This is an optimization exercise on Yosys and OpenROAD, whose aim is small area, a short achievable clock period and few clock cycles per item, not a production implementation. RTL that was checked went through simulation tests only; none was proved equivalent to the original. Power is estimated from default activity; no workload was simulated.

==> run B: inputs <==
Design door_brightness_state_machine, start of the top module:
module door_brightness_state_machine
(
   input  logic                   clock,
   input  logic                   reset,
   input  logic                   req_tvalid,
   output logic                   req_tready,
   input  logic [31:0]            req_tdata,   
   output logic                   rsp_tvalid,
   input  logic                   rsp_tready,
   output logic [23:0]            rsp_tdata,   
   input  logic                   csr_valid,
   output logic                   csr_ready,
   input  logic [CSR_INDEX_W-1:0] csr_index,
   input  logic [15:0]            csr_data
);
Settings: LEC_CHECK=0, CAP_MARGIN=20, CELL_PAD_IN_SITES_DETAIL_PLACEMENT=1, CORE_MARGIN=2, CORE_UTILIZATION=40, CTS_BUF_LIST=sky130_fd_sc_hd__clkbuf_4, SETUP_SLACK_MARGIN=4.75, SLEW_MARGIN=20, SYNTH_HIERARCHICAL=1, TNS_END_PERCENT=0; clock period 8.0 ns.
run.sh (not shown) runs the stock make flow with config.mk's settings and CLKGATE_MAP_FILE= SYNTH_SCRIPT=/design/flow/synth_recipe.tcl, a recipe that flattens the netlist after the stock synthesis.
==> run E (differences from run B) <==
--- a/flow/design.v
+++ b/flow/design.v
@@ -120,13 +120,13 @@
    assign csr_ready  = 1'b1;
    assign accept     = req_tvalid && req_tready;
    assign adv3       = !rsp_valid_ff || rsp_tready;
    assign adv2       = !v2_ff || adv3;
    logic room, stall_reg;
    assign room = !v2_ff || !rsp_valid_ff;
-   dbsm_ao21 u_ready (.a(!va_ff || (!stall && room)), .b(!stall), .c(rsp_tready), .y(req_tready));
+   dbsm_ao21 u_ready (.a(!va_ff || (!stall_reg && room)), .b(!stall_reg), .c(rsp_tready), .y(req_tready));
    dbsm_ao21 u_step  (.a(va_ff && !stall && room), .b(va_ff && !stall), .c(rsp_tready), .y(step));
    always_ff @(posedge clock) begin
       if (reset) begin
          ocl_ff <= 16'd10240;
          oll_ff <= 16'd15360;
          ocf_ff <= 8'd3;
@@ -182,17 +182,13 @@
    logic        run_d, push_d, restart_d;
    logic [2:0]  ev_d;
    logic q_lt_l, lb_lt_l, qstale, fast_close;
    dbsm_lt16 u_q  (.a(q_ff), .b(a_ff.l), .lt(q_lt_l));
    dbsm_lt16 u_lb (.a({1'b0, s_ff[3][15:1]}), .b(a_ff.l), .lt(lb_lt_l));
    assign qstale     = (v2_ff && wchg2_ff) || qchg_ff || qchg2_ff;
-   logic lb_ok_ff;
-   always_ff @(posedge clock) begin
-      lb_ok_ff <= va_ff && !step && full_ff && !lb_lt_l && (s_ff[3][15:1] != 15'd0);
-   end
-   assign fast_close = lb_ok_ff;
+   assign fast_close = full_ff && !lb_lt_l && (s_ff[3][15:1] != 15'd0);
    assign stall_reg  = a_ff.cg && mode_ff[1] && qstale;
    assign stall      = stall_reg && !fast_close;
    assign closing    = a_ff.cg && (qstale ? fast_close : (qnz_ff && !q_lt_l));
    assign cnt_lim = mode_ff[1] ? ccf_ff : ocf_ff;
    assign cnt_hit = (c1_ff >= cnt_lim);
    always_comb begin
Settings changed: SETUP_SLACK_MARGIN 4.75 to 5.
==> run notes <==
                                                                                         run B                     run E
Switching fraction of total power                                                       0.3203                    0.3202
Sequential cell area in the final layout                                            8262 sq um                8244 sq um
Portion of total power attributed to combinational logic                                 0.179                     0.183
Run status                                                                      finished clean            finished clean
Most instantiated library cell after synthesis                        sky130_fd_sc_hd__nand2_1  sky130_fd_sc_hd__dfxtp_1
Area growth, synth to finish                                                            15.63%                    15.30%
Synthesized area per cell                                                          8.632 sq um               8.928 sq um
Met1 layer usage reported by global route                                               0.3590                    0.3337
Signal inverters                                                                           234                       227
Depth of the worst register-to-register path                                                15                        17
Post-CTS setup repair buffer count                                                          40                        28
Register share of the cell area                                                         0.2993                    0.2988
DR WL met2                                                                           43,420 um                 42,190 um
Area share of and/or/nand/nor cells after synthesis                                     0.1793                    0.1594
Sum of routed wire segments on met1                                                  36,040 um                 35,920 um
Pin slew with the least headroom to its limit                                         1.073 ns                  1.249 ns
Share of final layout cell area taken by clock buffers and inverters                   0.05171                   0.04830
Maximum cell stage delay along the critical path                                       0.46 ns                   0.49 ns
Vias after detailed routing                                                             23,790                    22,670
Post-layout instance area                                                         27,610 sq um              27,590 sq um
Post-route worst setup slack                                                          4.073 ns                  3.697 ns
Vertical extent of the die                                                            248.3 um                  248.6 um
Total number of sequential cells                                                           381                       380
Endpoint arrival time on the critical path                                             4.59 ns                   4.98 ns
Fraction of power consumed by the clock network                                          0.376                     0.365
Minimum setup slack after placement                                                   2.987 ns                  2.378 ns
Testbench counts of run B, summed over its fixed seeds: cycles 4,959, items 4,800.
Testbench counts of run E, summed over its fixed seeds: cycles 4,959, items 4,800.

==> trial 4: inputs <==
Another version of the RTL of door_brightness_state_machine (not shown whole).
clock: 8.0 ns
lec_check: 0
cap_margin: 20
core_margin: 2
core_utilization: 40
setup_slack_margin: 3
slew_margin: 20
==> inputs of build 75, as changes to trial 4 <==
--- a/flow/design.v
+++ b/flow/design.v
@@ -53,19 +53,19 @@
    input  logic [15:0]            csr_data
 );
    localparam int W = 8;
    logic [15:0] ocl_ff, oll_ff, cgl_ff, cdf_ff, rul_ff, rdl_ff;
    logic [7:0]  ocf_ff, ccf_ff;
-   logic        va_ff, vb_ff;
-   logic [15:0] la_ff, lb_ff;
-   logic        cdfa_ff, rdla_ff, cdfb_ff, rdlb_ff;
+   logic        v1_ff;
+   logic [15:0] l1_ff;
+   logic        f_cdf_ff, f_rdl_ff;
    logic [1:0]  mode_ff;
    logic [7:0]  cnt_ff;
    logic [2:0]  wptr_ff;
    logic        full_ff;
-   logic [15:0] s_ff [W];
-   logic [2:0]  t_ff [W];
+   logic [15:0] v_ff [W];
+   logic [2:0]  rk_ff [W];
    logic        v2_ff, wchg2_ff;
    logic        run2_ff;
    logic [2:0]  ev2_ff;
    logic        rsp_valid_ff;
    logic        run_ff;
@@ -73,20 +73,19 @@
    logic [1:0]  mode3_ff;
    logic [15:0] ref_ff;
    logic [15:0] q_ff;
    logic        qnz_ff, qchg_ff;
    logic [15:0] luma, dark;
-   logic        in_cdf, in_rdl;
    logic        accept, adv3, adv2, step, stall;
    assign luma       = req_tdata[15:0];
    assign dark       = req_tdata[31:16];
    assign csr_ready  = 1'b1;
-   assign req_tready = !vb_ff;
-   assign accept     = req_tvalid && !vb_ff;
    assign adv3       = !rsp_valid_ff || rsp_tready;
    assign adv2       = !v2_ff || adv3;
-   assign step       = va_ff && adv2 && !stall;
+   assign req_tready = !v1_ff || (adv2 && !stall);
+   assign accept     = req_tvalid && req_tready;
+   assign step       = v1_ff && adv2 && !stall;
    always_ff @(posedge clock) begin
       if (reset) begin
          ocl_ff <= 16'd10240;
          oll_ff <= 16'd15360;
          ocf_ff <= 8'd3;
@@ -106,42 +105,22 @@
             3'd6: rul_ff <= csr_data;
             default: rdl_ff <= csr_data;
          endcase
       end
    end
-   assign in_cdf = (dark >= cdf_ff);
-   assign in_rdl = (dark <= rdl_ff);
    always_ff @(posedge clock) begin
       if (reset) begin
-         va_ff <= 1'b0;
-         vb_ff <= 1'b0;
-      end else begin
-         if (step) begin
-            va_ff <= vb_ff || accept;
-            vb_ff <= 1'b0;
-         end else if (accept) begin
-            va_ff <= 1'b1;
-            vb_ff <= va_ff;
-         end
+         v1_ff <= 1'b0;
+      end else if (req_tready) begin
+         v1_ff <= req_tvalid;
       end
    end
    always_ff @(posedge clock) begin
-      if (step || !va_ff) begin
-         if (vb_ff) begin
-            la_ff   <= lb_ff;
-            cdfa_ff <= cdfb_ff;
-            rdla_ff <= rdlb_ff;
-         end else begin
-            la_ff   <= luma;
-            cdfa_ff <= in_cdf;
-            rdla_ff <= in_rdl;
-         end
-      end
-      if (!vb_ff) begin
-         lb_ff   <= luma;
-         cdfb_ff <= in_cdf;
-         rdlb_ff <= in_rdl;
+      if (req_tready) begin
+         l1_ff    <= luma;
+         f_cdf_ff <= (dark >= cdf_ff);
+         f_rdl_ff <= (dark <= rdl_ff);
       end
    end
    logic [15:0] thr;
    logic        f_ge, f_cgl, closing;
    logic [7:0]  inc, cnt_lim;
@@ -154,14 +133,14 @@
          2'd0:    thr = ocl_ff;
          2'd1:    thr = oll_ff;
          default: thr = rul_ff;
       endcase
    end
-   assign f_ge    = (la_ff >= thr);
-   assign f_cgl   = (la_ff <= cgl_ff);
-   assign stall   = cdfa_ff && mode_ff[1] && ((v2_ff && wchg2_ff) || qchg_ff);
-   assign closing = qnz_ff && f_cgl && cdfa_ff && (la_ff <= q_ff);
+   assign f_ge    = (l1_ff >= thr);
+   assign f_cgl   = (l1_ff <= cgl_ff);
+   assign stall   = f_cdf_ff && mode_ff[1] && ((v2_ff && wchg2_ff) || qchg_ff);
+   assign closing = qnz_ff && f_cgl && f_cdf_ff && (l1_ff <= q_ff);
    assign inc     = (cnt_ff == 8'hFF) ? cnt_ff : cnt_ff + 8'd1;
    assign cnt_lim = mode_ff[1] ? ccf_ff : ocf_ff;
    assign cnt_hit = (inc >= cnt_lim);
    always_comb begin
       mode_d    = mode_ff;
@@ -188,11 +167,11 @@
             if (closing) begin
                mode_d = 2'd3;
                ev_d   = 3'd2;
             end else begin
                run_d  = 1'b1;
-               push_d = f_ge && rdla_ff;
+               push_d = f_ge && f_rdl_ff;
             end
          end
          default: begin
             if (closing) begin
                if (cnt_hit) begin
@@ -204,37 +183,28 @@
                ev_d   = 3'd3;
             end
          end
       endcase
    end
-   logic [W-1:0] valid, hit, m, lt, blt;
-   logic [W-1:0] sp, ss, sn, sl;
-   function automatic logic lt16(input logic [15:0] a, input logic [15:0] b);
-      logic [1:0] n [31];
-      for (int i = 0; i < 16; i++) n[i] = {a[i] & ~b[i], ~a[i] & b[i]};
-      for (int i = 0; i < 15; i++) begin
-         n[16+i] = {n[2*i+1][1] | (~n[2*i+1][0] & n[2*i][1]),
-                    n[2*i+1][0] | (~n[2*i+1][1] & n[2*i][0])};
-      end
-      lt16 = n[30][0];
-   endfunction
+   logic [W-1:0] kk, valid, gt, dn;
+   logic [2:0]   rk_k, rk_l;
+   logic [2:0]   rk_new [W];
    always_comb begin
-      for (int j = 0; j < W; j++) begin
-         valid[j] = full_ff || (3'(j) < wptr_ff);
-         hit[j]   = full_ff ? (t_ff[j] == wptr_ff) : (3'(j) == wptr_ff);
-         lt[j]    = valid[j] && lt16(s_ff[j], la_ff);
-      end
-      m[0] = hit[0];
-      for (int j = 1; j < W; j++) m[j] = m[j-1] | hit[j];
-      for (int j = 0; j < W; j++) blt[j] = (j < W - 1) ? (m[j] ? lt[j+1] : lt[j]) : 1'b0;
-      for (int j = 0; j < W; j++) begin
-         logic below;
-         below = (j == 0) || blt[(j == 0) ? 0 : j - 1];
-         sl[j] = step && (restart_d ? (j == 0) : (push_d && !blt[j] && below));
-         sn[j] = step && !restart_d && push_d && blt[j] && m[j];
-         sp[j] = step && !restart_d && push_d && !blt[j] && !below && !m[(j == 0) ? 0 : j - 1];
-         ss[j] = !sl[j] && !sn[j] && !sp[j];
+      rk_k = rk_ff[wptr_ff];
+      rk_l = '0;
+      for (int i = 0; i < W; i++) begin
+         kk[i]    = (wptr_ff == 3'(i));
+         valid[i] = full_ff || (3'(i) < wptr_ff);
+         gt[i]    = !valid[i] || (v_ff[i] > l1_ff);
+         dn[i]    = (rk_ff[i] > rk_k);
+         rk_l     = rk_l + {2'b00, !kk[i] && !gt[i]};
+      end
+      for (int i = 0; i < W; i++) begin
+         if (kk[i])              rk_new[i] = rk_l;
+         else if (gt[i] && !dn[i]) rk_new[i] = rk_ff[i] + 3'd1;
+         else if (dn[i] && !gt[i]) rk_new[i] = rk_ff[i] - 3'd1;
+         else                      rk_new[i] = rk_ff[i];
       end
    end
    always_ff @(posedge clock) begin
       if (reset) begin
          mode_ff <= 2'd0;
@@ -252,46 +222,43 @@
       end
    end
    always_ff @(posedge clock) begin
       if (step) begin
          cnt_ff <= mode_ff[0] ? inc : 8'd1;
-      end
-   end
-   always_ff @(posedge clock) begin
-      begin
-         for (int j = 0; j < W; j++) begin
-            s_ff[j] <= ({16{sl[j]}} & la_ff) | ({16{ss[j]}} & s_ff[j]) |
-                       ({16{sn[j]}} & s_ff[(j == W - 1) ? j : j + 1]) |
-                       ({16{sp[j]}} & s_ff[(j == 0) ? 0 : j - 1]);
-            t_ff[j] <= ({3{sl[j]}} & (restart_d ? 3'd0 : wptr_ff)) | ({3{ss[j]}} & t_ff[j]) |
-                       ({3{sn[j]}} & t_ff[(j == W - 1) ? j : j + 1]) |
-                       ({3{sp[j]}} & t_ff[(j == 0) ? 0 : j - 1]);
+         if (restart_d) begin
+            v_ff[0] <= l1_ff;
+            for (int i = 0; i < W; i++) rk_ff[i] <= 3'(i);
+         end else if (push_d) begin
+            for (int i = 0; i < W; i++) begin
+               if (kk[i]) v_ff[i] <= l1_ff;
+               rk_ff[i] <= rk_new[i];
+            end
          end
       end
    end
-   logic [15:0] med_lo, med_hi, med;
-   logic [16:0] med_sum;
-   logic        empty;
+   logic [2:0]   lo, hi;
+   logic         empty;
+   logic [15:0]  med_lo, med_hi, med;
+   logic [16:0]  med_sum;
    always_comb begin
-      empty  = !full_ff && (wptr_ff == 3'd0);
-      med_lo = s_ff[3];
-      med_hi = s_ff[4];
-      if (!full_ff) begin
-         case (wptr_ff)
-            3'd1:    begin med_lo = s_ff[0]; med_hi = s_ff[0]; end
-            3'd2:    begin med_lo = s_ff[0]; med_hi = s_ff[1]; end
-            3'd3:    begin med_lo = s_ff[1]; med_hi = s_ff[1]; end
-            3'd4:    begin med_lo = s_ff[1]; med_hi = s_ff[2]; end
-            3'd5:    begin med_lo = s_ff[2]; med_hi = s_ff[2]; end
-            3'd6:    begin med_lo = s_ff[2]; med_hi = s_ff[3]; end
-            3'd7:    begin med_lo = s_ff[3]; med_hi = s_ff[3]; end
-            default: begin med_lo = 16'd0;   med_hi = 16'd0;   end
-         endcase
+      empty = !full_ff && (wptr_ff == 3'd0);
+      if (full_ff) begin
+         lo = 3'd3;
+         hi = 3'd4;
+      end else begin
+         lo = (wptr_ff - 3'd1) >> 1;
+         hi = wptr_ff >> 1;
+      end
+      med_lo = '0;
+      med_hi = '0;
+      for (int i = 0; i < W; i++) begin
+         if (rk_ff[i] == lo) med_lo = med_lo | v_ff[i];
+         if (rk_ff[i] == hi) med_hi = med_hi | v_ff[i];
       end
    end
    assign med_sum = {1'b0, med_lo} + {1'b0, med_hi};
-   assign med     = med_sum[16:1];
+   assign med     = empty ? 16'd0 : med_sum[16:1];
    always_ff @(posedge clock) begin
       if (reset) begin
          v2_ff        <= 1'b0;
          rsp_valid_ff <= 1'b0;
          qchg_ff      <= 1'b0;
- SETUP_SLACK_MARGIN: 3 -> 4
==> run notes <==
| item | trial 4 | build 75 |
|---|---|---|
| Result of the run | finished clean | finished clean |
| Top cell type's share of synthesized area | 0.278 | 0.262 |
| Depth of the critical timing path with buffers and inverters included | 21 | 22 |
| Synth warnings | 11 | 4 |
| Switching share of power | 0.302 | 0.263 |
| Maximum number of pins on one net before global-route repair | 96 | 91 |
| Cell type of the slowest stage on the worst timing path | fa_1 | fa_2 |
| Setup WS post-layout | 3.19 ns | 2.66 ns |
| Power drawn by the sequential cells | 2.11 mW | 1.97 mW |
| Detail Route met3 WL | 4440 um | 7110 um |
| Minimum setup slack among reg-to-reg paths | 3.19 ns | 2.66 ns |
| Most used cell along the critical path | a21oi_2 | o21a_1 |
| Clock skew after layout | 0.0115 ns | 0.0270 ns |
| R2R depth | 21 | 22 |
| Startpoint of the worst setup timing path | ref_ff[1] | v_ff[3][1] |
| Filler cell count | 5301 | 5288 |
| Adder and majority gate portion of the synthesized area | 0.122 | 0.193 |
Testbench counts of build 75, summed over its fixed seeds: cycles 4,978, items 4,800.
For trial 4, only the layout was checked, not whether the RTL still works.

## separate check: timing with driven ports
In the flow no input, the clock included, has a driving cell. The finished layouts below were timed again as built, in two steps.
Step 1 sets driving cells, clkbuf_16 on the clock port and buf_2 on the other inputs (assumed; they add their load-dependent delay and slew).
Step 2 times the ports against the registers' clock, not the clock port: input delays grow and output delays shrink by t, the midpoint of the rising clock arrivals with the driver on.
a / b / c = ideal / step 1 / step 2; a / b = the first two.
run | shift t [ns] | slack for setup (ns) | worst data-port slew with drivers (ns)
run B | 0.930 | 4.073 / 4.073 / 3.289 | 0.08
run E | 0.946 | 3.697 / 3.697 / 2.913 | 0.04
trial 4 | 0.631 | 3.192 / 3.192 / 2.878 | 0.08
build 75 | 0.601 | 2.664 / 2.664 / 2.664 | 0.10
After both steps setup and hold are still met in every run listed.
